From an optimization exercise on the open Yosys and OpenROAD flow, aimed at small area, a short achievable clock period and few clock cycles per item; shortcuts taken in it are not production practice.
RTL that was checked went through simulation tests only; none was proved equivalent to the original.
Only the layout flow was run in runs 1 to 3; the RTL was not checked for function there.
Power figures rest on the tool's default switching activity, not on a simulated workload.

--- design/flow/design.v ---
`default_nettype none
package dtpg_pkg;
  localparam int MAX_DIM   = 1024;
  localparam int DIM_W     = 11;
  localparam int COORD_W   = 10;
  localparam int COLOR_W   = 16;
  localparam int STRIDE_W  = 12;
  localparam int ADDR_W    = 21;
  localparam int CFG_IDX_W = 3;
  localparam int CFG_DAT_W = 16;
  localparam int BAR_IDX_W = 3;
  localparam int BAR_CNT_W = 7;
  localparam logic [CFG_IDX_W-1:0] REG_MODE   = 3'd0;
  localparam logic [CFG_IDX_W-1:0] REG_SOLID  = 3'd1;
  localparam logic [CFG_IDX_W-1:0] REG_WIDTH  = 3'd2;
  localparam logic [CFG_IDX_W-1:0] REG_HEIGHT = 3'd3;
  localparam logic [CFG_IDX_W-1:0] REG_STRIDE = 3'd4;
  typedef struct packed {
    logic       qr;     
    logic       rp;     
    logic       rp2;    
    logic       norm;   
    logic       xs_a;   
    logic       xs_b;   
    logic       dbl;    
    logic       addx;   
    logic [3:0] bidx_n;   
  } seq_t;
  function automatic logic [COLOR_W-1:0] bar_color(input logic [BAR_IDX_W-1:0] idx);
    case (idx)
      3'd0:    bar_color = 16'hf800;
      3'd1:    bar_color = 16'h07e0;
      3'd2:    bar_color = 16'h001f;
      3'd3:    bar_color = 16'hffe0;
      3'd4:    bar_color = 16'hf81f;
      3'd5:    bar_color = 16'h07ff;
      3'd6:    bar_color = 16'hffff;
      default: bar_color = 16'h0000;
    endcase
  endfunction
endpackage
`default_nettype wire
`default_nettype none
module dtpg_div #(
  parameter int QW = 8,
  parameter int RW = 10
) (
  input  wire logic          clk,
  input  wire logic          clr,
  input  wire logic          dbl,
  input  wire logic          step,
  input  wire logic          rp,
  input  wire logic          rp2,
  input  wire logic          cin,
  input  wire logic [RW-1:0] d,
  output logic      [QW-1:0] q
);
  logic [QW-1:0] q_r, sq_r, q_n, qa, qb, q_hi, q_lo, q_d;
  logic [RW-1:0] r_r, sr_r, r_n, s1, r_hi, r_lo;
  logic [RW:0]   srd_r, x2, s2;
  logic          c2, ge, co1, co2;
  dtpg_add #(.N(RW))   u_s1 (.a(r_r), .b(sr_r), .ci(1'b0), .s(s1), .co(co1));
  dtpg_add #(.N(RW+1)) u_s2 (.a({1'b0, r_r}), .b(x2), .ci(c2), .s(s2), .co(co2));
  always_comb begin
    x2 = dbl ? {2'b11, ~d[RW-1:1]} : srd_r;
    c2 = dbl ? !(d[0] && !cin) : rp2;
    ge = !s2[RW];
    qa = q_r + sq_r;
    qb = q_r + sq_r + 1'b1;
    r_hi = dbl ? {s2[RW-2:0], cin ^ d[0]} : s2[RW-1:0];
    r_lo = dbl ? {r_r[RW-2:0], cin} : s1;
    q_hi = dbl ? {q_r[QW-2:0], 1'b1} : qb;
    q_lo = dbl ? {q_r[QW-2:0], 1'b0} : qa;
    r_n  = ge ? r_hi : r_lo;
    q_n  = ge ? q_hi : q_lo;
  end
  always_comb begin
    if (clr)               q_d = '0;
    else if (dbl || step)  q_d = q_n;
    else                   q_d = q_r;
  end
  always_ff @(posedge clk) begin
    q_r <= q_d;
    if (clr) begin
      r_r <= '0;
    end else if (dbl || step) begin
      r_r <= r_n;
    end
    if (rp) begin
      sq_r  <= q_r;
      sr_r  <= r_r;
      srd_r <= {1'b1, ~d};
    end else if (rp2) begin
      srd_r <= s2;
    end
  end
  assign q = q_r;
endmodule
`default_nettype wire
`default_nettype none
module dtpg_add #(
  parameter int N = 11
) (
  input  wire logic [N-1:0] a,
  input  wire logic [N-1:0] b,
  input  wire logic         ci,
  output logic      [N-1:0] s,
  output logic              co
);
  localparam int L = (N <= 2) ? 1 : (N <= 4) ? 2 : (N <= 8) ? 3 : (N <= 16) ? 4 : 5;
  logic [N-1:0] g [0:L];
  logic [N-1:0] p [0:L];
  logic [N-1:0] h;
  always_comb begin
    h    = a ^ b;
    g[0] = a & b;
    p[0] = h;
    g[0][0] = (a[0] & b[0]) | (h[0] & ci);
    for (int l = 1; l <= L; l++) begin
      for (int i = 0; i < N; i++) begin
        if (i >= (1 << (l - 1))) begin
          g[l][i] = g[l-1][i] | (p[l-1][i] & g[l-1][i - (1 << (l - 1))]);
          p[l][i] = p[l-1][i] & p[l-1][i - (1 << (l - 1))];
        end else begin
          g[l][i] = g[l-1][i];
          p[l][i] = p[l-1][i];
        end
      end
    end
    s[0] = h[0] ^ ci;
    for (int i = 1; i < N; i++) s[i] = h[i] ^ g[L][i-1];
    co = g[L][N-1];
  end
endmodule
`default_nettype wire
`default_nettype none
import dtpg_pkg::*;
module dtpg_ctrl (
  input  wire logic                  clk,
  input  wire logic                  rst_n,
  input  wire logic                  cfg_we,
  input  wire logic [CFG_IDX_W-1:0]  cfg_index,
  input  wire logic                  in_tvalid,
  output logic                       in_tready,
  input  wire logic                  in_restart,
  input  wire logic                  out_free,
  output logic                       emit,        
  output logic                       emit_rst,    
  output dtpg_pkg::seq_t             seq
);
  logic       v0_r, v1_r, e0_r, e1_r;
  logic       push, head_rst;
  logic       wr_dim, wr_stride;
  logic       idle_r, qr_r, rp_r, rp2_r, norm_r, xs_r, addx_r;
  logic [4:0] cnt_r, cnt_n;
  assign in_tready = !v1_r;
  assign push      = in_tvalid && !v1_r;
  assign head_rst  = v0_r && e0_r;
  assign emit      = idle_r && v0_r && out_free;
  assign emit_rst  = e0_r;
  always_ff @(posedge clk) begin
    if (!rst_n) begin
      v0_r <= 1'b0;
      v1_r <= 1'b0;
    end else begin
      if (emit) begin
        v0_r <= v1_r || push;
        v1_r <= 1'b0;
      end else if (push) begin
        v0_r <= 1'b1;
        v1_r <= v0_r;
      end
    end
    if (emit) begin
      e0_r <= v1_r ? e1_r : in_restart;
    end else if (push && !v0_r) begin
      e0_r <= in_restart;
    end
    if (push) e1_r <= in_restart;
  end
  assign wr_dim    = cfg_we && (cfg_index == REG_WIDTH || cfg_index == REG_HEIGHT);
  assign wr_stride = cfg_we && (cfg_index == REG_STRIDE) && !qr_r && !rp_r && !rp2_r;
  logic idle_n, qr_n, rp_n, rp2_n, norm_n, xs_n, addx_n;
  always_comb begin
    {idle_n, qr_n, rp_n, rp2_n, norm_n, xs_n, addx_n} = {idle_r, qr_r, rp_r, rp2_r, norm_r, xs_r, addx_r};
    cnt_n = cnt_r;
    if (!rst_n || wr_dim) begin
      {idle_n, qr_n, rp_n, rp2_n, norm_n, xs_n, addx_n} = 7'b0100000;
      cnt_n = 5'd7;
    end else if (wr_stride) begin
      {idle_n, qr_n, rp_n, rp2_n, norm_n, xs_n, addx_n} = 7'b0000100;
    end else begin
      if (qr_r || xs_r) cnt_n = cnt_r - 1'b1;
      if (qr_r && cnt_r == 5'd0) begin
        qr_n = 1'b0;
        rp_n = 1'b1;
      end
      if (rp_r) begin
        rp_n  = 1'b0;
        rp2_n = 1'b1;
      end
      if (rp2_r) begin
        rp2_n  = 1'b0;
        idle_n = head_rst;
        norm_n = !head_rst;
      end
      if (norm_r) begin
        norm_n = 1'b0;
        idle_n = head_rst;
        xs_n   = !head_rst;
        cnt_n  = 5'd20;
      end
      if (xs_r) begin
        if (head_rst) begin
          xs_n   = 1'b0;
          idle_n = 1'b1;
        end else if (cnt_r == 5'd0) begin
          xs_n   = 1'b0;
          addx_n = 1'b1;
        end
      end
      if (addx_r) begin
        addx_n = 1'b0;
        idle_n = 1'b1;
      end
    end
  end
  logic xsa_r, xsb_r, dbl_r;
  always_ff @(posedge clk) begin
    cnt_r <= cnt_n;
    {idle_r, qr_r, rp_r, rp2_r, norm_r, xs_r, addx_r} <= {idle_n, qr_n, rp_n, rp2_n, norm_n, xs_n, addx_n};
    xsa_r <= xs_n && cnt_n[0];
    xsb_r <= xs_n && !cnt_n[0];
    dbl_r <= qr_n || (xs_n && cnt_n[0]);
  end
  always_comb begin
    seq.qr     = qr_r;
    seq.rp     = rp_r;
    seq.rp2    = rp2_r;
    seq.norm   = norm_r;
    seq.xs_a   = xsa_r;
    seq.xs_b   = xsb_r;
    seq.dbl    = dbl_r;
    seq.addx   = addx_r;
    seq.bidx_n = cnt_n[4:1];
  end
endmodule
`default_nettype wire
`default_nettype none
import dtpg_pkg::*;
module dtpg_dp (
  input  wire logic                  clk,
  input  wire logic                  rst_n,
  input  wire logic                  cfg_we,
  input  wire logic [CFG_IDX_W-1:0]  cfg_index,
  input  wire logic [CFG_DAT_W-1:0]  cfg_wdata,
  input  wire logic                  emit,
  input  wire logic                  emit_rst,
  input  dtpg_pkg::seq_t             seq,
  output logic                       out_tvalid,
  input  wire logic                  out_tready,
  output logic                       out_free,
  output logic [63:0]                out_tdata,
  output logic                       out_tlast
);
  logic [1:0]           mode_r;
  logic [COLOR_W-1:0]   solid_r;
  logic [COORD_W-1:0]   wm1_r, hm1_r;
  logic [STRIDE_W-1:0]  stride_r;
  logic [COORD_W-1:0]   wr_m1;
  logic                 wr_dim;
  always_comb begin
    if (cfg_wdata[DIM_W-1:0] == '0) wr_m1 = '0;
    else if (cfg_wdata[COORD_W])    wr_m1 = COORD_W'(MAX_DIM - 1);
    else                            wr_m1 = cfg_wdata[COORD_W-1:0] - 1'b1;
  end
  assign wr_dim = cfg_we && (cfg_index == REG_WIDTH || cfg_index == REG_HEIGHT);
  always_ff @(posedge clk) begin
    if (!rst_n) begin
      mode_r   <= 2'd0;
      solid_r  <= 16'h001f;
      wm1_r    <= 10'd319;
      hm1_r    <= 10'd239;
      stride_r <= 12'd320;
    end else if (cfg_we) begin
      case (cfg_index)
        REG_MODE:   mode_r   <= cfg_wdata[1:0];
        REG_SOLID:  solid_r  <= cfg_wdata;
        REG_WIDTH:  wm1_r    <= wr_m1;
        REG_HEIGHT: hm1_r    <= wr_m1;
        REG_STRIDE: stride_r <= cfg_wdata[STRIDE_W-1:0];
        default:    ;
      endcase
    end
  end
  logic [BAR_CNT_W-1:0] bwm1;
  logic [COORD_W-1:0]   wm1_m7;
  assign wm1_m7 = wm1_r - 10'd7;
  always_ff @(posedge clk) bwm1 <= (wm1_r < 10'd7) ? '0 : wm1_m7[COORD_W-1:3];
  logic [COORD_W-1:0] x_r, y_r, x_n, y_n;
  logic               eol_r, eof_r, last_r, fresh_r, valid_r;
  logic               xbit_r, ybit_r;
  logic               upd, adv, kill, xbit, ybit;
  logic [COORD_W:0]   y_inc;
  logic               xwrap, ywrap;
  assign xbit  = xbit_r;
  assign ybit  = ybit_r;
  assign upd   = emit || cfg_we;
  assign adv   = upd && !fresh_r;      
  assign kill  = emit && emit_rst;     
  assign y_inc = {1'b0, y_r} + 1'b1;
  assign xwrap = (x_r > wm1_r);
  assign ywrap = xwrap ? (y_inc > {1'b0, hm1_r}) : (y_r > hm1_r);
  always_comb begin
    x_n = x_r;
    y_n = y_r;
    if (kill) begin
      x_n = '0;
      y_n = '0;
    end else if (adv) begin
      x_n = eol_r ? '0 : x_inc;
      if (eol_r) y_n = eof_r ? '0 : y_inc[COORD_W-1:0];
    end else if (seq.norm) begin
      if (xwrap) x_n = '0;
      if (ywrap) y_n = '0;
      else if (xwrap) y_n = y_inc[COORD_W-1:0];
    end
  end
  logic [COORD_W-1:0] x_inc;
  logic               w_is1, h_is1, eq_x, eq_xp1, eq_y, eq_yp1, eol_n, eof_n;
  always_comb begin
    x_inc  = x_r + 1'b1;
    w_is1  = (wm1_r == '0);
    h_is1  = (hm1_r == '0);
    eq_x   = (x_r == wm1_r);
    eq_xp1 = (x_inc == wm1_r);
    eq_y   = (y_r == hm1_r);
    eq_yp1 = (y_inc[COORD_W-1:0] == hm1_r);
    if (kill)          eol_n = w_is1;
    else if (adv)      eol_n = eol_r ? w_is1 : eq_xp1;
    else if (seq.norm) eol_n = xwrap ? w_is1 : eq_x;
    else               eol_n = eq_x;
    if (kill)                eof_n = h_is1;
    else if (adv && eol_r)   eof_n = eof_r ? h_is1 : eq_yp1;
    else if (adv)            eof_n = eq_y;
    else if (seq.norm)       eof_n = ywrap ? h_is1 : xwrap ? eq_yp1 : eq_y;
    else                     eof_n = eq_y;
  end
  always_ff @(posedge clk) begin
    if (!rst_n) begin
      x_r     <= '0;
      y_r     <= '0;
      eol_r   <= 1'b0;
      eof_r   <= 1'b0;
      last_r  <= 1'b0;
      fresh_r <= 1'b1;
      valid_r <= 1'b0;
    end else begin
      x_r   <= x_n;
      y_r   <= y_n;
      eol_r  <= eol_n;
      eof_r  <= eof_n;
      last_r <= eol_n && eof_n;
      if (cfg_we)     fresh_r <= 1'b1;
      else if (emit)  fresh_r <= 1'b0;
      if (emit)            valid_r <= 1'b1;
      else if (out_tready) valid_r <= 1'b0;
    end
  end
  always_ff @(posedge clk) begin
    xbit_r <= (seq.bidx_n < 4'd10) && x_r[seq.bidx_n];
    ybit_r <= (seq.bidx_n < 4'd10) && y_r[seq.bidx_n];
  end
  logic [7:0] rq, gq;
  dtpg_div #(.QW(8), .RW(COORD_W)) u_red (
    .clk  (clk),
    .clr  (!rst_n || wr_dim || kill || (adv && eol_r) || seq.norm || w_is1),
    .dbl  (seq.dbl),
    .step ((adv && !eol_r) || (seq.xs_b && xbit)),
    .rp   (seq.rp),
    .rp2  (seq.rp2),
    .cin  (seq.qr),
    .d    (wm1_r),
    .q    (rq)
  );
  dtpg_div #(.QW(8), .RW(COORD_W)) u_green (
    .clk  (clk),
    .clr  (!rst_n || wr_dim || kill || (adv && eol_r && eof_r) || seq.norm || h_is1),
    .dbl  (seq.dbl),
    .step ((adv && eol_r && !eof_r) || (seq.xs_b && ybit)),
    .rp   (seq.rp),
    .rp2  (seq.rp2),
    .cin  (seq.qr),
    .d    (hm1_r),
    .q    (gq)
  );
  logic [BAR_IDX_W-1:0] bq_r;
  logic [BAR_CNT_W-1:0] bc_r;
  logic [BAR_CNT_W+1:0] bt;
  logic                 beq, bge;
  always_comb begin
    beq = (bc_r == bwm1);
    bt  = {1'b0, bc_r, xbit} - {2'b00, bwm1} - 1'b1;
    bge = !bt[BAR_CNT_W+1];
  end
  logic [BAR_IDX_W-1:0] bq_d;
  always_comb begin
    bq_d = bq_r;
    if (kill || (adv && eol_r) || seq.norm) bq_d = '0;
    else if (seq.xs_a)                      bq_d = bq_r[2] ? 3'd7 : {bq_r[1:0], bge};
    else if (adv && bq_r != 3'd7)           bq_d = bq_r + {2'b00, beq};
  end
  always_ff @(posedge clk) begin
    bq_r <= bq_d;
    if (kill || (adv && eol_r) || seq.norm) begin
      bc_r <= '0;
    end else if (seq.xs_a) begin
      bc_r <= bge ? bt[BAR_CNT_W-1:0] : {bc_r[BAR_CNT_W-2:0], xbit};
    end else if (adv) begin
      bc_r <= beq ? '0 : bc_r + 1'b1;
    end
  end
  logic [ADDR_W-1:0] rb_r, addr_r, rb_a, rb_b, rb_s;
  always_comb begin
    rb_a = seq.xs_a ? {rb_r[ADDR_W-2:0], 1'b0} : rb_r;
    if (seq.addx)                rb_b = ADDR_W'(x_r);
    else if (seq.xs_a && !ybit)  rb_b = '0;
    else                         rb_b = ADDR_W'(stride_r);
  end
  logic rb_co;
  dtpg_add #(.N(ADDR_W)) u_rb (.a(rb_a), .b(rb_b), .ci(1'b0), .s(rb_s), .co(rb_co));
  always_ff @(posedge clk) begin
    if (kill || (adv && eol_r && eof_r) || seq.norm) rb_r <= '0;
    else if ((adv && eol_r) || seq.xs_a)            rb_r <= rb_s;
    if (kill || (adv && eol_r && eof_r))  addr_r <= '0;
    else if ((adv && eol_r) || seq.addx)  addr_r <= rb_s;
    else if (adv)                         addr_r <= addr_r + 1'b1;
  end
  logic                is_grad, is_bar, is_solid;
  logic [COLOR_W-1:0]  color, pal;
  always_comb begin
    is_grad  = (mode_r == 2'd1);
    is_bar   = (mode_r == 2'd2);
    is_solid = !is_grad && !is_bar;
    pal      = dtpg_pkg::bar_color(bq_r);
    color    = ({COLOR_W{is_grad}}  & {rq[7:3], gq[7:2], ~rq[7:3]}) |
               ({COLOR_W{is_bar}}   & pal) |
               ({COLOR_W{is_solid}} & solid_r);
  end
  assign out_free   = !valid_r || out_tready;
  assign out_tvalid = valid_r;
  assign out_tdata  = {7'd0, addr_r, y_r, x_r, color};
  assign out_tlast  = last_r;
endmodule
`default_nettype wire
`default_nettype none
import dtpg_pkg::*;
module display_test_pattern_generator (
  input  wire logic                           clk,
  input  wire logic                           rst_n,
  input  wire logic                           cfg_we,
  input  wire logic [dtpg_pkg::CFG_IDX_W-1:0] cfg_index,
  input  wire logic [dtpg_pkg::CFG_DAT_W-1:0] cfg_wdata,
  input  wire logic                           in_tvalid,
  output logic                                in_tready,
  input  wire logic [7:0]                     in_tdata,    
  output logic                                out_tvalid,
  input  wire logic                           out_tready,
  output logic [63:0]                         out_tdata,
  output logic                                out_tlast    
);
  logic           out_free, emit, emit_rst;
  dtpg_pkg::seq_t seq;
  dtpg_ctrl u_ctrl (
    .clk        (clk),
    .rst_n      (rst_n),
    .cfg_we     (cfg_we),
    .cfg_index  (cfg_index),
    .in_tvalid  (in_tvalid),
    .in_tready  (in_tready),
    .in_restart (in_tdata[0]),
    .out_free   (out_free),
    .emit       (emit),
    .emit_rst   (emit_rst),
    .seq        (seq)
  );
  dtpg_dp u_dp (
    .clk        (clk),
    .rst_n      (rst_n),
    .cfg_we     (cfg_we),
    .cfg_index  (cfg_index),
    .cfg_wdata  (cfg_wdata),
    .emit       (emit),
    .emit_rst   (emit_rst),
    .seq        (seq),
    .out_tvalid (out_tvalid),
    .out_tready (out_tready),
    .out_free   (out_free),
    .out_tdata  (out_tdata),
    .out_tlast  (out_tlast)
  );
endmodule
`default_nettype wire
--- design/flow/run.sh ---
#!/bin/bash
# synth_recipe.tcl (not shown) runs the flow's synth.tcl, then flattens the netlist and writes it again
# the make line also repeats each setting of config.mk as NAME=value (left out here)
make -C /OpenROAD-flow-scripts/flow DESIGN_CONFIG=/design/flow/config.mk WORK_HOME=/design/flow/orfs CLKGATE_MAP_FILE= SYNTH_SCRIPT=/design/flow/synth_recipe.tcl finish
--- design/flow/config.mk ---
export PLATFORM = sky130hd
export DESIGN_NAME = display_test_pattern_generator
export DESIGN_NICKNAME = display_test_pattern_generator
export VERILOG_FILES = /design/flow/design.v
export SDC_FILE = /design/flow/constraint.sdc
export NUM_CORES = 4
export LEC_CHECK = 0
export CAP_MARGIN = 20
export CORE_MARGIN = 2
export CORE_UTILIZATION = 65
export SETUP_SLACK_MARGIN = 3.8
export SLEW_MARGIN = 20
--- design/flow/constraint.sdc ---
create_clock -name core_clock -period 7.5 [get_ports {clk}]
set_input_delay 1.5000 -clock core_clock [delete_from_list [all_inputs] [get_ports {clk}]]
set_output_delay 1.5000 -clock core_clock [all_outputs]
set_load 0.01 [all_outputs]
==> notes.md, run 1 <==
status finished clean; routed len/inst 19.4 um; pins over their slew limit 0; unrepaired setup endpoints after global routing yes; Pleak 7.77 nW; crit path capture type primary output; Routed WL 46.5 mm; Hold-fix buffers, CTS 0; mapped cell area 0.0168 sq mm; Iteration-0 DRC Markers 1640; Rel. slew slack 0.258; cells on worst reg2reg path 15; largest net degree at the start of global routing 61; Worst EP arrival 2.15 ns; Routed Antenna Nets 0; max-capacitance violation count 0; hold depth 2; footprint of the multi-input gates 0.0108 sq mm; total CTS buffers 29; clock sink total 249; Post-synth EDFFs 58; Final Hold Vio Count 0; worst min-delay path category flip-flop to flip-flop; clk buf depth 3; global-route wire length before repair 73.3 mm; # rows 58; Syn-to-layout area delta 15.4%; drc violations 0; Crit Path Category flip-flop to primary output; # diodes 0; cell area after layout 0.0194 sq mm; # IOs 99; initial antenna violation count 0; Worst R2R Setup Slack 3.92 ns; chip width 165 um; Port Buffer Count 84; via total after detailed routing 15300; die height 165 um; maximum vdd ir drop 0.213 mV; nets 2198; Reg clk slew, reported paths 0.06 ns; Worst setup SP type flip-flop; global route overflow 0; Endpoint, Worst Hold u_dp.solid_r[12]; R2R Path Start u_dp.y_r[1]; part of the cycle the worst path needs 0.487; Design Power 4.12 mW; pwr dens 213 mW/mm^2; die area 0.0271 sq mm; Register Area 0.00559 sq mm; placed instance area 0.0177 sq mm; number of global-route vias before repair 14400; Yosys warnings 12; setup TNS 0 ns; count of cell types in the netlist 95; CTS tree done; Worst Min Path Start u_dp.solid_r[12]; Final Setup Violations 0; DR vias/cell 6.38; H-tree levels 1; Non-Filler Instances 2395; Max Freq 274 MHz; Async S/R FF share, synth 0; number of synthesized register bits 249; Avg Inst Size Synth 8.45 sq um; min Tclk post-route 3.65 ns; most common cell after layout, fill and taps aside nand2_1; TritonRoute pass-1 iters 6; Total GRT Usage 0.336; post-synthesis instance total 1986; hpwl dp 32.5 mm; sequential share of the synthesized area 0.332; root buf cell clkbuf_16; most frequent cells in the layout nand2_1, dfxtp_1, a21oi_1; routability congestion estimate 0.929; final hold slack 0.465 ns; placed cells 2313; measured slew at the worst slew-check pin 1.11 ns; Fill cells 1828; share of layout cells above drive strength 1 0.107; core footprint 0.0253 sq mm; FF-to-FF End u_dp.last_r; Post-synth top flop dfxtp_1; Clock Latency Late Sink 0.56 ns; Worst Skew 0.0169 ns; Starting Density 0.665; Data required, critical path 6.00 ns; CP max FO 7
==> Yosys cell counts (9+ instances only) <==
library cell	number	area, sq um
nand2b_1	28	175
and3_1	29	181
a21oi_1	156	781
xnor2_1	71	622
fa_1	10	200
a221o_1	11	110
o22ai_1	13	81.3
edfxtp_1	58	1740
or2_2	9	56.3
nand2_1	234	878
a22o_1	10	87.6
a211oi_1	27	203
nand3_1	56	280
o211ai_1	30	225
nor2b_1	22	138
nor2_1	135	507
nand3b_1	13	97.6
a21o_1	20	150
inv_1	83	312
nor3_1	46	230
nor4_1	16	100
o21ai_1	41	205
a31oi_1	10	62.6
o21ai_0	79	395
a21boi_0	26	195
o21a_1	11	82.6
a22oi_1	23	173
and2_1	22	138
nand4_1	17	106
mux2i_1	51	510
or3_1	13	81.3
xor2_1	51	447
clkbuf_1	84	315
ha_1	114	1430
dfxtp_1	191	3820
mux2_2	37	417
==> area by class of cell <==
class	count	share of cell area
clock buffer	42	0.0453
clock inverter	12	0.00866
inverter	84	0.0165
multi-input combinational	1558	0.558
sequential	249	0.289
tap	330	0.0213
timing repair buffer	120	0.0611
==> kinds of logic (layout without fill, tap and decap cells) <==
family,Yosys count,in the layout,share of synthesized area
simple gates,680,681,0.196
compound gates,533,533,0.208
flops,249,249,0.332
buf+inv,186,258,0.0447
fa+ha+maj,124,124,0.0969
xor+xnor,123,123,0.0653
mux,90,90,0.0573
other cells,1,7,0.000223
==> routing by layer <==
layer,global-route usage,part of all wire,vias to the layer above
met2,0.551,0.46,612
met1,0.440,0.42,7252
met4,0.159,0.046,0
li1,-,-,7276
met5,0,0,-
met3,0.0442,0.067,138
==> state kept, by name, indices dropped and copies added (netlist names), 11 cells and up <==
register,cells
u_dp.addr_r,21
u_dp.u_green.srd_r,11
u_dp.stride_r,12
u_dp.u_red.srd_r,11
u_dp.rb_r,21
u_dp.solid_r,16
==> through the flow <==
step / worst slack, ns / util
5_1_grt: 3.77 / 0.767
2_1_floorplan: 3.80 / -
4_1_cts: 3.74 / 0.756
3_3_place_gp: 2.01 / 0.701
6_report: 3.85 / 0.767
3_5_place_dp: 1.95 / 0.701
==> where the power goes <==
part           total (mW)  leakage (nW)  switching [mW]  internal, mW
clock                1.54         0.512           0.592         0.948
sequential           1.55          2.09          0.0914          1.45
combinational        1.04          5.17           0.556         0.479
==> what timing repair did <==
item / CTS / global route
pin swaps: 4 / 7
buffers inserted: 14 / 12
setup endpoints to repair: 98 / 92
resized for setup: 63 / 39
gates cloned: 1 / 1
==> how the worst max path moves through the flow <==
stage	start	to	depth (start not counted)
floorplan	u_ctrl.dbl_r	u_dp.u_green.q_r[2]	15
global placement	cfg_we	u_dp.u_green.r_r[1]	8
detailed placement	cfg_we	u_dp.u_green.r_r[1]	8
CTS	cfg_we	u_dp.u_green.r_r[1]	8
global route	out_tready	u_dp.u_green.r_r[1]	9
finish	u_dp.bq_r[0]	out_tdata[2]	4
==> critical path, cell delays in order (launching register included) <==
cell             delay (ns)
dfxtp_2                0.45
nand2_1                0.16
o211a_4                0.20
a221o_1                0.29
clkdlybuf4s50_1        0.50
==> run 2, diff against run 1 <==
--- a/design/flow/config.mk
+++ b/design/flow/config.mk
@@ -7,6 +7,6 @@
 export LEC_CHECK = 0
 export CAP_MARGIN = 20
 export CORE_MARGIN = 2
-export CORE_UTILIZATION = 65
-export SETUP_SLACK_MARGIN = 3.8
+export CORE_UTILIZATION = 40
+export SETUP_SLACK_MARGIN = 4.2
 export SLEW_MARGIN = 20
==> run 2 against run 1 <==
Net effect:
- non-clock buffer count rose by 98
- power rose by 7.9%
- wire length rose by 12%
- critical endpoint is now out_tdata[10]
==> notes.md, run 2 <==
Starting Density 0.403 (was 0.665); Routed Antenna Nets 0 (unchanged); H-tree levels 2 (was 1); most frequent cells in the layout nand2_1, dfxtp_1, a21oi_1 (unchanged); # diodes 0 (unchanged); share of layout cells above drive strength 1 0.214 (was 0.107); clk buf depth 3 (unchanged); Post-synth top flop dfxtp_1 (unchanged); sw frac 0.306 (was 0.301); register share of total power 0.347 (was 0.375); Max Freq 292 MHz (was 274 MHz); Pleak 8.57 nW (was 7.77 nW); largest net degree at the start of global routing 61 (unchanged); die area 0.0436 sq mm (was 0.0271 sq mm); core footprint 0.0417 sq mm (was 0.0253 sq mm); TritonRoute pass-1 iters 7 (was 6); # rows 75 (was 58); post-synthesis instance total 1986 (unchanged); status finished clean (unchanged); pins over their slew limit 0 (unchanged); chip width 209 um (was 165 um); Worst Skew 0.0296 ns (was 0.0169 ns); Fill cells 3873 (was 1828); Crit Path Category flip-flop to primary output (unchanged); Pint 3.08 mW (was 2.88 mW); initial antenna violation count 0 (unchanged); root buf cell clkbuf_16 (unchanged); logic gate share of total power 0.288 (was 0.251); Worst setup SP type flip-flop (unchanged); share of the synthesized area in the top cell type 0.228 (unchanged); count of cell types in the netlist 95 (unchanged); Reg clk slew, reported paths 0.06 ns (about the same); Final Hold Vio Count 0 (unchanged); Hold-fix buffers, CTS 0 (unchanged); Routed WL 52.1 mm (was 46.5 mm); Worst EP arrival 1.92 ns (was 2.15 ns); most common cell after layout, fill and taps aside nand2_1 (unchanged); mapped cell area 0.0168 sq mm (unchanged); nets 2307 (was 2198); top cells by instance count after synthesis nand2_1, dfxtp_1, a21oi_1 (unchanged); worst min-delay path category flip-flop to flip-flop (unchanged); global route overflow 0 (unchanged); Port Buffer Count 84 (unchanged); part of the cycle the worst path needs 0.456 (was 0.487); top-count cell post-synth nand2_1 (unchanged); Post-synth EDFFs 58 (unchanged); Iteration-0 DRC Markers 1170 (was 1640); setup TNS 0 ns (unchanged); DR vias/cell 5.73 (was 6.38); drc violations 0 (unchanged); Clock Latency Late Sink 0.55 ns (was 0.56 ns); CTS tree done (unchanged); min Tclk post-route 3.42 ns (was 3.65 ns); routed len/inst 19.2 um (was 19.4 um); CP max FO 5 (was 7); crit path capture type primary output (unchanged); Non-Filler Instances 2714 (was 2395); Synth area leaders dfxtp_1, edfxtp_1, ha_1 (unchanged); clock power share 0.365 (was 0.374); number of global-route vias before repair 14700 (was 14400); number of synthesized register bits 249 (unchanged); sequential share of the synthesized area 0.332 (unchanged); Syn-to-layout area delta 27.3% (was 15.4%); clock sink total 249 (unchanged); max-capacitance violation count 0 (unchanged); via total after detailed routing 15600 (was 15300); routability congestion estimate 0.891 (was 0.929); maximum vdd ir drop 0.159 mV (was 0.213 mV); cell area after layout 0.0214 sq mm (was 0.0194 sq mm); # IOs 99 (unchanged); Rel. slew slack 0.365 (was 0.258); Avg Inst Size Synth 8.45 sq um (unchanged); Async S/R FF share, synth 0 (unchanged); total CTS buffers 34 (was 29); pwr dens 208 mW/mm^2 (was 213 mW/mm^2); Final Setup Violations 0 (unchanged); Total GRT Usage 0.225 (was 0.336); power dissipated by switching net loads 1.36 mW (was 1.24 mW); Post-Place Setup Slack 1.92 ns (was 1.95 ns); largest registers u_dp.addr_r: 21 flops, u_dp.rb_r: 21 flops, u_dp.solid_r: 16 flops (unchanged); Yosys warnings 12 (unchanged); measured slew at the worst slew-check pin 0.953 ns (was 1.11 ns); unrepaired setup endpoints after global routing yes (unchanged); post-synth top area cell dfxtp_1 (unchanged); Data required, critical path 6.00 ns (about the same); placed cells 2522 (was 2313); placed instance area 0.0181 sq mm (was 0.0177 sq mm); global-route wire length before repair 79.3 mm (was 73.3 mm); die height 209 um (was 165 um); setup slack after layout 4.08 ns (was 3.85 ns); hpwl dp 33.9 mm (was 32.5 mm)
-- run 2: changes by cell type in the layout (fill, tap and decap cells not counted), sizes merged, moves of 3 or more --
cell	before	now
or3	13	16
buf	36	142
clkdlybuf4s50	73	59
clkbuf	43	62
dlymetal6s2s	4	1
dlygate4sd2	6	3
bufinv	4	1
clkinv	5	9
-- run 2: worst paths after layout --
check | start | endpoint | slack [ns] | depth (start not counted)
max | u_dp.mode_r[0] | out_tdata[10] | 4.08 | 6
min | u_dp.solid_r[15] | u_dp.solid_r[15] | 0.47 | 2
max reg2reg | u_ctrl.dbl_r | u_dp.u_red.r_r[9] | 4.15 | 15
min reg2reg | u_dp.solid_r[15] | u_dp.solid_r[15] | 0.47 | 2
-- run 2: power groups by stage --
stage / clock [mW] / sequential, mW / combinational, mW
3_5_place_dp: 0 / 1.57 / 0.903
2_1_floorplan: 0 / 1.54 / 0.741
6_report: 1.62 / 1.55 / 1.28
5_1_grt: 1.70 / 1.55 / 1.39
4_1_cts: 1.66 / 1.54 / 1.07
3_3_place_gp: 0 / 1.57 / 0.881
-- run 2: kinds of logic (layout without fill, tap and decap cells) --
logic type	after synthesis	count (layout)	synth area share
AND/OR/NAND/NOR	680	686	0.196
AO/OA/AOI/OAI	533	533	0.208
flip-flops	249	249	0.332
buffers and inverters	186	363	0.0447
adder cells (fa/ha/maj)	124	124	0.0969
XOR/XNOR	123	123	0.0653
multiplexers	90	90	0.0573
other	1	7	0.000223
-- run 2: per-layer routing --
metal,GRT usage,wire [um],vias up,part of all wire
met5,0,0,-,0
met3,0.0320,2700,110,0.052
met2,0.371,24300,464,0.47
li1,-,-,7522,-
met4,0.0990,1940,0,0.037
met1,0.295,23200,7468,0.45
-- run 2: per-stage QoR --
step	hold slack [ns]	power (mW)	util
2_1_floorplan	0.437	2.28	-
3_3_place_gp	0.449	2.45	0.434
3_5_place_dp	0.462	2.48	0.434
4_1_cts	0.470	4.27	0.487
5_1_grt	0.488	4.65	0.513
6_report	0.466	4.45	0.513
-- run 2: cell type report --
class | instances | area, sq um | share of cell area
sequential | 249 | 5620 | 0.263
multi-input combinational | 1563 | 11500 | 0.539
inverter | 84 | 349 | 0.0163
timing repair buffer | 218 | 2080 | 0.0972
timing repair inverter | 1 | 8.76 | 0.000410
tap | 539 | 674 | 0.0316
clock buffer | 51 | 1030 | 0.0481
clock inverter | 9 | 91.3 | 0.00428
-- run 2: critical path: stages (launching register included) --
cell and delay, ns:
dfxtp_4 0.38, inv_4 0.04, ha_4 0.24, buf_12 0.13
buf_6 0.12, a221o_1 0.31, buf_2 0.15
-- run 2: what timing repair did --
item / in CTS / in global routing
setup buffers: 59 / 60
setup endpoints to repair: 152 / 92
pin swaps: 40 / 81
cloned: 6 / 7
resized for setup: 210 / 121
==> run 3, diff against run 2 <==
--- a/design/flow/config.mk
+++ b/design/flow/config.mk
@@ -10,3 +10,4 @@
 export CORE_UTILIZATION = 40
 export SETUP_SLACK_MARGIN = 4.2
 export SLEW_MARGIN = 20
+export TNS_END_PERCENT = 5
==> run 3 against run 2 <==
Net effect:
- clock skew fell by 0.00099 ns
- utilization fell by 2.4 points
- clock power is 5% lower
- critical path depth increased by 4
- still clean
- synthesized cell count unchanged
- sequential power about the same
- fmax down 1.5%
- via count decreased by 3.3%
- hold slack worse by 0.00059 ns
==> notes.md, run 3 <==
status finished clean (unchanged); Worst Min Path Start u_dp.solid_r[14] (was u_dp.solid_r[15]); global route overflow 0 (unchanged); Data required, critical path 7.95 ns (was 6.00 ns); CP max FO 13 (was 5); H-tree levels 1 (was 2); most frequent cells in the layout nand2_1, dfxtp_1, a21oi_1 (unchanged); min Tclk post-route 3.47 ns (was 3.42 ns); root buf cell clkbuf_16 (unchanged); Fill cells 3991 (was 3873); largest registers u_dp.addr_r: 21 flops, u_dp.rb_r: 21 flops, u_dp.solid_r: 16 flops (unchanged); share of layout cells above drive strength 1 0.150 (was 0.214); DR WL met3 2.42 mm (was 2.70 mm); sequential share of the synthesized area 0.332 (unchanged); DR vias/cell 5.69 (was 5.73); Worst EP arrival 3.92 ns (was 1.92 ns); Non-Filler Instances 2646 (was 2714); top-count cell post-synth nand2_1 (unchanged); clk buf depth 3 (unchanged); Post-synth EDFFs 58 (unchanged); met1 WL 22.1 mm (was 23.2 mm); Post-Place Setup Slack 1.91 ns (was 1.92 ns); Final Hold Vio Count 0 (unchanged); Synth area leaders dfxtp_1, edfxtp_1, ha_1 (unchanged); placed instance area 0.0180 sq mm (was 0.0181 sq mm); Largest delay share family, worst path simple AND/OR/NAND/NOR gates (was buffers and inverters); pwr dens 205 mW/mm^2 (was 208 mW/mm^2); Async S/R FF share, synth 0 (unchanged); chip width 209 um (unchanged); Routed Antenna Nets 0 (unchanged); TritonRoute pass-1 iters 7 (unchanged); routed length on met2 23.1 mm (was 24.3 mm); Routed WL 48.9 mm (was 52.1 mm); Avg Inst Size Synth 8.45 sq um (unchanged); largest net degree at the start of global routing 62 (was 61); routability congestion estimate 0.875 (was 0.891); Yosys warnings 12 (unchanged); placed cells 2524 (was 2522); post-synthesis instance total 1986 (unchanged); clock sink total 249 (unchanged); # rows 75 (unchanged); count of cell types in the netlist 95 (unchanged); top cells by instance count after synthesis nand2_1, dfxtp_1, a21oi_1 (unchanged); Final Util 0.489 (was 0.513); Crit Path Category primary input to flip-flop (was flip-flop to primary output); die height 209 um (unchanged); total CTS buffers 30 (was 34); cell area after layout 0.0204 sq mm (was 0.0214 sq mm); maximum vdd ir drop 0.168 mV (was 0.159 mV); measured slew at the worst slew-check pin 1.03 ns (was 0.953 ns); setup slack after layout 4.03 ns (was 4.08 ns); highest routed layer met4 (unchanged); Starting Density 0.403 (unchanged); drc violations 0 (unchanged); mapped cell area 0.0168 sq mm (unchanged); number of synthesized register bits 249 (unchanged); Clock Latency Late Sink 0.59 ns (was 0.55 ns); post-synth top area cell dfxtp_1 (unchanged); Max Freq 288 MHz (was 292 MHz); final hold slack 0.465 ns (was 0.466 ns); hpwl dp 33.7 mm (was 33.9 mm); global-route wire length before repair 76.8 mm (was 79.3 mm); # IOs 99 (unchanged); hold depth 2 (unchanged); cells on worst reg2reg path 14 (was 15); Critical path buffers and inverters 2 (was 4); Port Buffer Count 84 (unchanged); unrepaired setup endpoints after global routing yes (unchanged); Worst setup SP type primary input (was flip-flop); # diodes 0 (unchanged); Rel. slew slack 0.314 (was 0.365); Worst path slowest cell clkdlybuf4s50_1 (was dfxtp_4); initial antenna violation count 0 (unchanged); setup TNS 0 ns (unchanged); Final Setup Violations 0 (unchanged); Pleak 8.13 nW (was 8.57 nW); Endpoint, Worst Hold u_dp.solid_r[14] (was u_dp.solid_r[15]); FF-to-FF End u_dp.u_red.r_r[0] (was u_dp.u_red.r_r[9]); Critical Path, Cell by Cell clkdlybuf4s50_1 > buf_4 > nand4bb_4 > or3_4 > a21oi_2 > nand2_2 > mux2i_1 > mux2i_1 > mux2i_1 > o22ai_1 (was inv_4 > ha_4 > buf_12 > buf_6 > a221o_1 > buf_2); share of the synthesized area in the top cell type 0.228 (unchanged); Post-synth top flop dfxtp_1 (unchanged); R2R Path Start u_ctrl.dbl_r (unchanged); Most common cell on crit path mux2i_1; number of global-route vias before repair 14500 (was 14700); core footprint 0.0417 sq mm (unchanged); Design Power 4.18 mW (was 4.45 mW); CTS tree done (unchanged); max-capacitance violation count 0 (unchanged); Worst R2R Setup Slack 4.08 ns (was 4.15 ns); pins over their slew limit 0 (unchanged); part of the cycle the worst path needs 0.463 (was 0.456); most common cell after layout, fill and taps aside nand2_1 (unchanged); routed len/inst 18.5 um (was 19.2 um); nets 2239 (was 2307); die area 0.0436 sq mm (unchanged); Reg clk slew, reported paths 0.06 ns (about the same); worst min-delay path category flip-flop to flip-flop (unchanged); via total after detailed routing 15000 (was 15600); Syn-to-layout area delta 21.3% (was 27.3%); Total GRT Usage 0.216 (was 0.225); crit-path max cell delay 0.46 ns (was 0.38 ns); Iteration-0 DRC Markers 946 (was 1170); Worst Skew 0.0286 ns (was 0.0296 ns); crit path capture type flip-flop (was primary output)
run 3: cells by family (layout without fill, tap and decap cells):
logic type / after synthesis / in the layout / share of synthesized area
and+or+nand+nor: 680 / 682 / 0.196
DFF: 249 / 249 / 0.332
xor gates and xnor gates: 123 / 123 / 0.0653
other: 1 / 7 / 0.000223
AOI/OAI and AO/OA: 533 / 533 / 0.208
muxes: 90 / 90 / 0.0573
buffers and inverters: 186 / 299 / 0.0447
adders and majority gates: 124 / 124 / 0.0969
run 3: worst register-to-register path, cell delays in order (launching register included):
cell	delay [ns]
dfxtp_4	0.40
buf_12	0.19
o21ai_2	0.09
fa_2	0.42
fa_2	0.44
nor2b_4	0.16
o2111ai_4	0.15
a31oi_4	0.25
mux2i_4	0.38
nand2_8	0.12
buf_6	0.17
mux4_2	0.29
nor2_2	0.13
a21oi_2	0.04
nor2_1	0.10
run 3: how the worst max path moves through the flow:
stage                  from                  end  slack [ns]  cells past startpoint
5_1_grt              cfg_we          u_dp.xbit_r        3.95                     11
3_5_place_dp     out_tready  u_dp.u_green.r_r[1]        1.91                      9
2_1_floorplan  cfg_wdata[3]        u_dp.wm1_r[7]        4.02                      8
3_3_place_gp     out_tready  u_dp.u_green.r_r[1]        1.94                      9
6_report             cfg_we          u_dp.ybit_r        4.03                     10
4_1_cts          out_tready          u_dp.last_r        3.98                      9
run 3: metal layers:
metal  vias to the layer above  global-route usage
met4                         0              0.0700
met5                         -                   0
met3                        81              0.0283
met1                      7211               0.285
met2                       399               0.365
li1                       7355                   -
run 3: where the power goes:
group          total [mW]  leakage (nW)  switching, mW  internal (mW)
registers            1.54          2.09         0.0881           1.45
clock network        1.54         0.524          0.614          0.925
logic                1.10          5.51          0.574          0.528
run 3: layout make-up:
| cell class | instances | area [sq um] | share of cell area |
|---|---|---|---|
| Clock buffer | 46 | 968 | 0.0476 |
| Clock inverter | 10 | 86.3 | 0.00424 |
| Inverter | 84 | 335 | 0.0165 |
| Multi-Input combinational cell | 1559 | 11100 | 0.545 |
| Sequential cell | 249 | 5620 | 0.276 |
| Tap cell | 539 | 674 | 0.0331 |
| Timing Repair Buffer | 158 | 1560 | 0.0768 |
| Timing Repair inverter | 1 | 8.76 | 0.000430 |
run 3: what timing repair did:
| action | in CTS | in global routing |
|---|---|---|
| hold buffers | 0 | 0 |
| gates resized for setup | 117 | 81 |
| hold endpoints to repair | 0 | 0 |
| pin swaps | 14 | 33 |
| gates cloned | 3 | 3 |
| endpoints found under the setup margin | 148 | 133 |
| setup buffers | 32 | 28 |
==> run 4, diff against run 3 <==
--- a/design/flow/design.v
+++ b/design/flow/design.v
@@ -66,7 +66,7 @@
     c2 = dbl ? !(d[0] && !cin) : rp2;
     ge = !s2[RW];
     qa = q_r + sq_r;
-    qb = q_r + sq_r + 1'b1;
+    qb = qa + 1'b1;
     r_hi = dbl ? {s2[RW-2:0], cin ^ d[0]} : s2[RW-1:0];
     r_lo = dbl ? {r_r[RW-2:0], cin} : s1;
     q_hi = dbl ? {q_r[QW-2:0], 1'b1} : qb;
@@ -420,21 +420,21 @@
       bc_r <= beq ? '0 : bc_r + 1'b1;
     end
   end
-  logic [ADDR_W-1:0] rb_r, addr_r, rb_a, rb_b, rb_s;
+  logic [ADDR_W-1:0]  addr_r, ad_a, ad_b, ad_s;
+  logic [STRIDE_W:0]  delta_r;
+  logic               ad_co;
+  always_ff @(posedge clk) delta_r <= {1'b0, stride_r} - {3'b000, wm1_r};
   always_comb begin
-    rb_a = seq.xs_a ? {rb_r[ADDR_W-2:0], 1'b0} : rb_r;
-    if (seq.addx)                rb_b = ADDR_W'(x_r);
-    else if (seq.xs_a && !ybit)  rb_b = '0;
-    else                         rb_b = ADDR_W'(stride_r);
+    ad_a = seq.xs_a ? {addr_r[ADDR_W-2:0], 1'b0} : addr_r;
+    if (seq.addx)      ad_b = ADDR_W'(x_r);
+    else if (seq.xs_a) ad_b = ybit ? ADDR_W'(stride_r) : '0;
+    else if (eol_r)    ad_b = {{(ADDR_W-STRIDE_W-1){delta_r[STRIDE_W]}}, delta_r};
+    else               ad_b = ADDR_W'(1);
   end
-  logic rb_co;
-  dtpg_add #(.N(ADDR_W)) u_rb (.a(rb_a), .b(rb_b), .ci(1'b0), .s(rb_s), .co(rb_co));
+  dtpg_add #(.N(ADDR_W)) u_ad (.a(ad_a), .b(ad_b), .ci(1'b0), .s(ad_s), .co(ad_co));
   always_ff @(posedge clk) begin
-    if (kill || (adv && eol_r && eof_r) || seq.norm) rb_r <= '0;
-    else if ((adv && eol_r) || seq.xs_a)            rb_r <= rb_s;
-    if (kill || (adv && eol_r && eof_r))  addr_r <= '0;
-    else if ((adv && eol_r) || seq.addx)  addr_r <= rb_s;
-    else if (adv)                         addr_r <= addr_r + 1'b1;
+    if (kill || (adv && eol_r && eof_r) || seq.norm) addr_r <= '0;
+    else if (adv || seq.xs_a || seq.addx)           addr_r <= ad_s;
   end
   logic                is_grad, is_bar, is_solid;
   logic [COLOR_W-1:0]  color, pal;
--- a/design/flow/config.mk
+++ b/design/flow/config.mk
@@ -8,6 +8,5 @@
 export CAP_MARGIN = 20
 export CORE_MARGIN = 2
 export CORE_UTILIZATION = 40
-export SETUP_SLACK_MARGIN = 4.2
+export SETUP_SLACK_MARGIN = 3.8
 export SLEW_MARGIN = 20
-export TNS_END_PERCENT = 5
==> run 4 against run 3 <==
Net effect:
- area after synthesis is 3.6% lower
- sequential share of layout area rose by 0.83 points
- register-to-register slack lost 0.12 ns
- worst setup slack got worse by 0.17 ns
- clock skew shrank 0.0021 ns
- highest routed layer unchanged
==> notes.md, run 4 <==
status finished clean (unchanged); Yosys warnings 12 (unchanged); via total after detailed routing 14000 (was 15000); Worst EP arrival 2.14 ns (was 3.92 ns); Iteration-0 DRC Markers 963 (was 946); Total GRT Usage 0.209 (was 0.216); top-count cell post-synth nand2_1 (unchanged); global route overflow 0 (unchanged); share of layout cells above drive strength 1 0.107 (was 0.150); Design Power 3.66 mW (was 4.18 mW); Worst setup SP type flip-flop (was primary input); # rows 73 (was 75); global-route wire length before repair 70.8 mm (was 76.8 mm); Async S/R FF share, synth 0 (unchanged); sequential share of the synthesized area 0.334 (was 0.332); measured slew at the worst slew-check pin 1.04 ns (was 1.03 ns); Clock Latency Late Sink 0.58 ns (was 0.59 ns); Synth area leaders dfxtp_1, edfxtp_1, ha_1 (unchanged); Starting Density 0.406 (was 0.403); largest family of logic cells by synthesized area compound AO/OA/AOI/OAI gates (unchanged); Routed WL 44.9 mm (was 48.9 mm); Post-synth EDFFs 58 (unchanged); die height 205 um (was 209 um); root buf cell clkbuf_16 (unchanged); top cells by instance count after synthesis nand2_1, dfxtp_1, a21oi_1, ha_1, nor2_1 (was nand2_1, dfxtp_1, a21oi_1); DR vias/cell 5.64 (was 5.69); pins over their slew limit 0 (unchanged); Adder-Cell Fraction of Synth Area 0.114 (was 0.0969); post-synth top area cell dfxtp_1 (unchanged); max-capacitance violation count 0 (unchanged); CP max FO 10 (was 13); # IOs 99 (unchanged); Syn-to-layout area delta 18.1% (was 21.3%); GR Util met1 0.280 (was 0.285); number of synthesized register bits 241 (was 249); setup TNS 0 ns (unchanged); mux share of post-synthesis cell area 0.0574 (was 0.0573); H-tree levels 1 (unchanged); number of global-route vias before repair 13400 (was 14500); routed len/inst 18.1 um (was 18.5 um); Fill cells 3806 (was 3991); TritonRoute pass-1 iters 5 (was 7); Port Buffer Count 84 (unchanged); Largest Register u_dp.addr_r; mapped cell area 0.0162 sq mm (was 0.0168 sq mm); Avg Inst Size Synth 8.68 sq um (was 8.45 sq um); footprint of the multi-input gates 0.0103 sq mm (was 0.0111 sq mm); most used routing layer met2 (unchanged); die area 0.0421 sq mm (was 0.0436 sq mm); Post-Synth XOR/XNOR Area 0.0638 (was 0.0653); compound-gate portion of the synthesized area 0.209 (was 0.208); initial antenna violation count 0 (unchanged); Worst Skew 0.0265 ns (was 0.0286 ns); maximum vdd ir drop 0.214 mV (was 0.168 mV); most common cell after layout, fill and taps aside nand2_1 (unchanged); unrepaired setup endpoints after global routing yes (unchanged); met3 Use GR 0.0270 (was 0.0283); most frequent cells in the layout nand2_1, dfxtp_1, a21oi_1 (unchanged); pwr dens 192 mW/mm^2 (was 205 mW/mm^2); Hold-fix buffers, CTS 0 (unchanged); # diodes 0 (unchanged); Rel. slew slack 0.301 (was 0.314); Final Hold Vio Count 0 (unchanged); Pleak 7.97 nW (was 8.13 nW); Simple-Gate Fraction of Synth Area 0.175 (was 0.196); clk buf depth 3 (unchanged); Max Freq 274 MHz (was 288 MHz); Register Area 0.00543 sq mm (was 0.00562 sq mm); Routed Antenna Nets 0 (unchanged); largest registers u_dp.addr_r: 21 flops, u_dp.solid_r: 16 flops, u_dp.delta_r: 13 flops (was u_dp.addr_r: 21 flops, u_dp.rb_r: 21 flops, u_dp.solid_r: 16 flops); Final Setup Violations 0 (unchanged); part of the cycle the worst path needs 0.486 (was 0.463); core footprint 0.0398 sq mm (was 0.0417 sq mm); clock sink total 241 (was 249); Reg clk slew, reported paths 0.06 ns (about the same); Crit Path Category flip-flop to primary output (was primary input to flip-flop); max FFs per register 21; count of cell types in the netlist 80 (was 95); Post-synth top flop dfxtp_1 (unchanged); chip width 205 um (was 209 um); largest net degree at the start of global routing 64 (was 62); met2 usage 0.347 (was 0.365); min Tclk post-route 3.64 ns (was 3.47 ns); share of the synthesized area in the top cell type 0.226 (was 0.228); routability congestion estimate 0.854 (was 0.875); post-synthesis instance total 1865 (was 1986); crit path capture type primary output (was flip-flop); Data required, critical path 6.00 ns (was 7.95 ns); hpwl dp 32.2 mm (was 33.7 mm); drc violations 0 (unchanged); total CTS buffers 29 (was 30); worst min-delay path category flip-flop to flip-flop (unchanged); CTS tree done (unchanged); nets 2114 (was 2239)
-- run 4: path summary, 6_finish.rpt --
check,slack (ns),startpoint,cells after the start,endpoint
max reg2reg,3.96,u_ctrl.dbl_r,13,u_dp.u_green.r_r[9]
min reg2reg,0.47,u_dp.solid_r[13],2,u_dp.solid_r[13]
max,3.86,u_dp.mode_r[0],5,out_tdata[5]
min,0.47,u_dp.solid_r[13],2,u_dp.solid_r[13]
-- run 4: worst max-delay path, cell delays in order, from the launching register on --
cell	delay, ns
dfxtp_1	0.37
inv_1	0.10
ha_4	0.29
buf_4	0.18
a221o_1	0.33
dlygate4sd2_1	0.30
-- run 4: timing repair --
| action | 4_1_cts | 5_1_grt |
|---|---|---|
| setup endpoints to repair | 73 | 53 |
| resized for setup | 65 | 28 |
| pin swaps | 5 | 13 |
| cloned | 2 | 2 |
| setup buffers | 12 | 18 |
-- run 4: stage by stage --
step	cell area (sq um)	cells	util	hold WS, ns	worst slack (ns)
after floorplan	16200	1871	-	0.442	3.82
after global placement	17400	2400	0.437	0.455	2.70
after detailed placement	17400	2400	0.437	0.459	2.64
after CTS	18800	2467	0.472	0.479	3.80
after global routing	19100	2488	0.480	0.498	3.79
final	19100	2488	0.480	0.471	3.86
-- run 4: cell families (layout without fill, tap and decap cells) --
family / count (synthesis) / in the layout
and+or+nand+nor: 584 / 584
AOI/OAI and AO/OA: 507 / 507
DFF: 241 / 241
buffers and inverters: 188 / 280
adders and majority gates: 141 / 141
xor gates and xnor gates: 117 / 117
muxes: 86 / 86
other: 1 / 7
-- run 4: layout make-up --
class / count / area share
Clock buffer: 44 / 0.0479
Clock inverter: 9 / 0.00412
Inverter: 96 / 0.0199
Multi-Input combinational cell: 1442 / 0.538
Sequential cell: 241 / 0.284
Tap cell: 525 / 0.0344
Timing Repair Buffer: 131 / 0.0712
-- run 4: per-layer routing --
| layer | share of wire | vias up |
|---|---|---|
| met4 | 0.030 | 0 |
| met3 | 0.050 | 80 |
| met5 | 0 | - |
| met2 | 0.46 | 331 |
| li1 | - | 6928 |
| met1 | 0.46 | 6694 |
-- run 4: power by group --
group / internal [mW] / switching (mW) / leakage (nW) / total [mW]
clock network: 0.875 / 0.586 / 0.497 / 1.46
registers: 1.40 / 0.0741 / 2.02 / 1.47
logic: 0.351 / 0.377 / 5.45 / 0.728
total: 2.63 / 1.04 / 7.97 / 3.66
Testbench counts of run 4, summed over its fixed seeds: cycles 30,016, items 29,696.
==> run 5, diff against run 4 <==
--- a/design/flow/config.mk
+++ b/design/flow/config.mk
@@ -8,5 +8,6 @@
 export CAP_MARGIN = 20
 export CORE_MARGIN = 2
 export CORE_UTILIZATION = 40
-export SETUP_SLACK_MARGIN = 3.8
+export SETUP_SLACK_MARGIN = 4.2
 export SLEW_MARGIN = 20
+export TNS_END_PERCENT = 5
==> run 5 against run 4 <==
Net effect:
- non-clock buffer count grew 20
- first-iteration DRC count fell by 6.1%
- largest power group is now clock
- final area up 2.4%
- largest cell class unchanged
- utilization is 1.2 points higher
- area after synthesis stayed put
- highest routed layer unchanged
- global-route usage rose by 0.77 points
- cell count increased by 0.88%
- die area unchanged
- sequential cell count did not move
- worst setup slack gained 0.20 ns
- critical path type unchanged
- synthesized cell count unchanged
- critical path depth grew 1
==> notes.md, run 5 <==
Starting Density 0.406 (unchanged); # rows 73 (unchanged); CTS tree done (unchanged); status finished clean (unchanged); logic gate share of total power 0.194 (was 0.199); most used routing layer met2 (unchanged); total CTS buffers 30 (was 29); unrepaired setup endpoints after global routing yes (unchanged); share of layout cells above drive strength 1 0.144 (was 0.107); crit-path max cell delay 0.37 ns (about the same); pwr dens 189 mW/mm^2 (was 192 mW/mm^2); Syn-to-layout area delta 21.0% (was 18.1%); register share of total power 0.398 (was 0.403); Pleak 8.12 nW (was 7.97 nW); # diodes 0 (unchanged); part of the cycle the worst path needs 0.460 (was 0.486); core footprint 0.0398 sq mm (unchanged); number of global-route vias before repair 13700 (was 13400); Worst path slowest cell dfxtp_2 (was dfxtp_1); Post-synth EDFFs 58 (unchanged); power dissipated by switching net loads 1.04 mW (about the same); Data required, critical path 6.00 ns (about the same); top cells by instance count after synthesis nand2_1, dfxtp_1, a21oi_1, ha_1, nor2_1 (unchanged); largest family of logic cells by synthesized area compound AO/OA/AOI/OAI gates (unchanged); H-tree levels 1 (unchanged); sw frac 0.282 (was 0.283); Routed Antenna Nets 0 (unchanged); Final Hold Vio Count 0 (unchanged); Max Freq 290 MHz (was 274 MHz); Pint 2.66 mW (was 2.63 mW); Adder-Cell Fraction of Synth Area 0.114 (unchanged); Async S/R FF share, synth 0 (unchanged); setup TNS 0 ns (unchanged); routability congestion estimate 0.868 (was 0.854); post-synthesis instance total 1865 (unchanged); mux share of post-synthesis cell area 0.0574 (unchanged); TritonRoute pass-1 iters 7 (was 5); crit path capture type primary output (unchanged); Critical Path, Cell by Cell inv_2 > and3_1 > o21ai_4 > buf_6 > nand2_1 > dlygate4sd2_1 (was inv_1 > ha_4 > buf_4 > a221o_1 > dlygate4sd2_1); CP max FO 5 (was 10); min Tclk post-route 3.45 ns (was 3.64 ns); most common cell after layout, fill and taps aside nand2_1 (unchanged); routed len/inst 18.3 um (was 18.1 um); compound-gate portion of the synthesized area 0.209 (unchanged); measured slew at the worst slew-check pin 0.951 ns (was 1.04 ns); Routed WL 45.9 mm (was 44.9 mm); Avg Inst Size Synth 8.68 sq um (unchanged); Synth area leaders dfxtp_1, edfxtp_1, ha_1 (unchanged); pins over their slew limit 0 (unchanged); initial antenna violation count 0 (unchanged); DR vias/cell 5.66 (was 5.64); Rel. slew slack 0.364 (was 0.301); Worst setup SP type flip-flop (unchanged); GR Util met1 0.286 (was 0.280); Reg clk slew, reported paths 0.06 ns (about the same); mapped cell area 0.0162 sq mm (unchanged); final hold slack 0.463 ns (was 0.471 ns); count of cell types in the netlist 80 (unchanged); max-capacitance violation count 0 (unchanged); clk buf depth 3 (unchanged); die height 205 um (unchanged); drc violations 0 (unchanged); Largest Register u_dp.addr_r (unchanged); Worst EP arrival 1.95 ns (was 2.14 ns); maximum vdd ir drop 0.167 mV (was 0.214 mV); most frequent cells in the layout nand2_1, dfxtp_1, a21oi_1 (unchanged); global-route wire length before repair 73.3 mm (was 70.8 mm); Iteration-0 DRC Markers 904 (was 963); number of synthesized register bits 241 (unchanged); Worst Skew 0.00887 ns (was 0.0265 ns); worst min-delay path category flip-flop to flip-flop (unchanged); largest net degree at the start of global routing 64 (unchanged); Final Setup Violations 0 (unchanged); # IOs 99 (unchanged); die area 0.0421 sq mm (unchanged); Simple-Gate Fraction of Synth Area 0.175 (unchanged); met2 usage 0.361 (was 0.347); Clock Latency Late Sink 0.57 ns (was 0.58 ns); via total after detailed routing 14200 (was 14000); root buf cell clkbuf_16 (unchanged); clock power share 0.408 (was 0.399); share of the synthesized area in the top cell type 0.226 (unchanged); Largest delay share family, worst path buffers and inverters (unchanged); placed cells 2400 (unchanged); nets 2136 (was 2114); Post-Synth XOR/XNOR Area 0.0638 (unchanged); Port Buffer Count 84 (unchanged); Critical path buffers and inverters 3 (unchanged); Total GRT Usage 0.216 (was 0.209); Crit Path Category flip-flop to primary output (unchanged); hpwl dp 32.5 mm (was 32.2 mm); clock sink total 241 (unchanged); met3 Use GR 0.0285 (was 0.0270); Post-synth top flop dfxtp_1 (unchanged); post-synth top area cell dfxtp_1 (unchanged); Yosys warnings 12 (unchanged); chip width 205 um (unchanged); global route overflow 0 (unchanged); Hold-fix buffers, CTS 0 (unchanged); top-count cell post-synth nand2_1 (unchanged); sequential share of the synthesized area 0.334 (unchanged); max FFs per register 21 (unchanged); Non-Filler Instances 2510 (was 2488); largest registers u_dp.addr_r: 21 flops, u_dp.solid_r: 16 flops, u_dp.delta_r: 13 flops (unchanged)
[run 5: final timing paths]
kind                    startpoint                to  slack, ns  depth (start not counted)
setup reg to reg        u_dp.eol_r   u_dp.addr_r[14]       4.14                         16
hold reg to reg   u_dp.solid_r[14]  u_dp.solid_r[14]       0.46                          2
setup / recovery      u_dp.bq_r[2]     out_tdata[13]       4.05                          6
hold / removal    u_dp.solid_r[14]  u_dp.solid_r[14]       0.46                          2
[run 5: layer usage]
metal  vias to the layer above  part of all wire
met5                         -                 0
li1                       6971                 -
met1                      6799              0.45
met2                       352              0.47
met3                        94             0.046
met4                         0             0.034
[run 5: worst reg2reg max path: cells and delay by family (launching register included)]
| kind | cells | cell delay, ns |
|---|---|---|
| compound gates | 7 | 1.47 |
| buf+inv | 4 | 0.58 |
| simple gates | 3 | 0.34 |
| fa+ha+maj | 1 | 0.39 |
| flops | 1 | 0.36 |
| xor+xnor | 1 | 0.14 |
[run 5: what timing repair did]
action	in CTS	in global routing
setup endpoints to repair	96	122
pin swaps	22	27
buffers inserted	31	18
resized for setup	138	58
endpoints found under the hold margin	0	0
cloned	5	2
[run 5: through the flow]
step | util | power (mW) | setup slack, ns | cell area, sq um
2_1_floorplan | - | 1.97 | 3.85 | 16200
3_3_place_gp | 0.438 | 2.12 | 2.78 | 17400
3_5_place_dp | 0.438 | 2.14 | 2.71 | 17400
4_1_cts | 0.480 | 3.72 | 4.05 | 19100
5_1_grt | 0.492 | 3.89 | 3.87 | 19600
6_report | 0.492 | 3.70 | 4.05 | 19600
[run 5: kinds of logic after synthesis]
logic type | Yosys count
muxes | 86
other | 1
and+or+nand+nor | 584
AOI/OAI and AO/OA | 507
adders and majority gates | 141
DFF | 241
xor gates and xnor gates | 117
buffers and inverters | 188
[run 5: power groups by stage]
| stage | Sequential (mW) | Clock (mW) | Combinational [mW] |
|---|---|---|---|
| global route | 1.48 | 1.60 | 0.804 |
| finish | 1.47 | 1.51 | 0.718 |
| CTS | 1.47 | 1.54 | 0.709 |
| global placement | 1.50 | 0 | 0.623 |
| detailed placement | 1.50 | 0 | 0.639 |
| floorplan | 1.48 | 0 | 0.492 |
[run 5: final cells by class]
class,count,area [sq um]
fill,3777,20200
multi-input combinational,1442,10500
sequential,241,5450
timing repair buffer,151,1500
clock buffer,49,978
tap,525,657
inverter,96,379
clock inverter,5,55.1
timing repair inverter,1,8.76

-- static timing again, ports no longer ideal --
In the flow no input, the clock included, has a driving cell. The finished layouts below were timed again as built, in two steps.
Step 1 sets driving cells, clkbuf_16 on the clock port and buf_2 on the other inputs (assumed; they add their load-dependent delay and slew).
Step 2 moves the port delays by t, midway between the first and last clock arrival at a register: inputs arrive t later, outputs are due t later. That takes back most of the time a late clock gives input paths.
a / b / c = no drivers / after step 1 / after step 2; a / b = the first two.
run	t, ns	slack for setup (ns)	worst register clock-pin slew, ns
run 1	0.607	3.846 / 3.792 / 3.299	0.07 / 0.07
run 2	0.593	4.081 / 4.023 / 3.655	0.06 / 0.06
run 3	0.625	4.028 / 3.986 / 3.434	0.06 / 0.06
run 4	0.619	3.856 / 3.800 / 3.330	0.06 / 0.06
run 5	0.621	4.051 / 3.998 / 3.469	0.06 / 0.06
After both steps setup and hold are still met in every run listed. The setup slack of run 3, which loses most, moves by -0.042 ns with the drivers and by -0.594 ns with both steps.
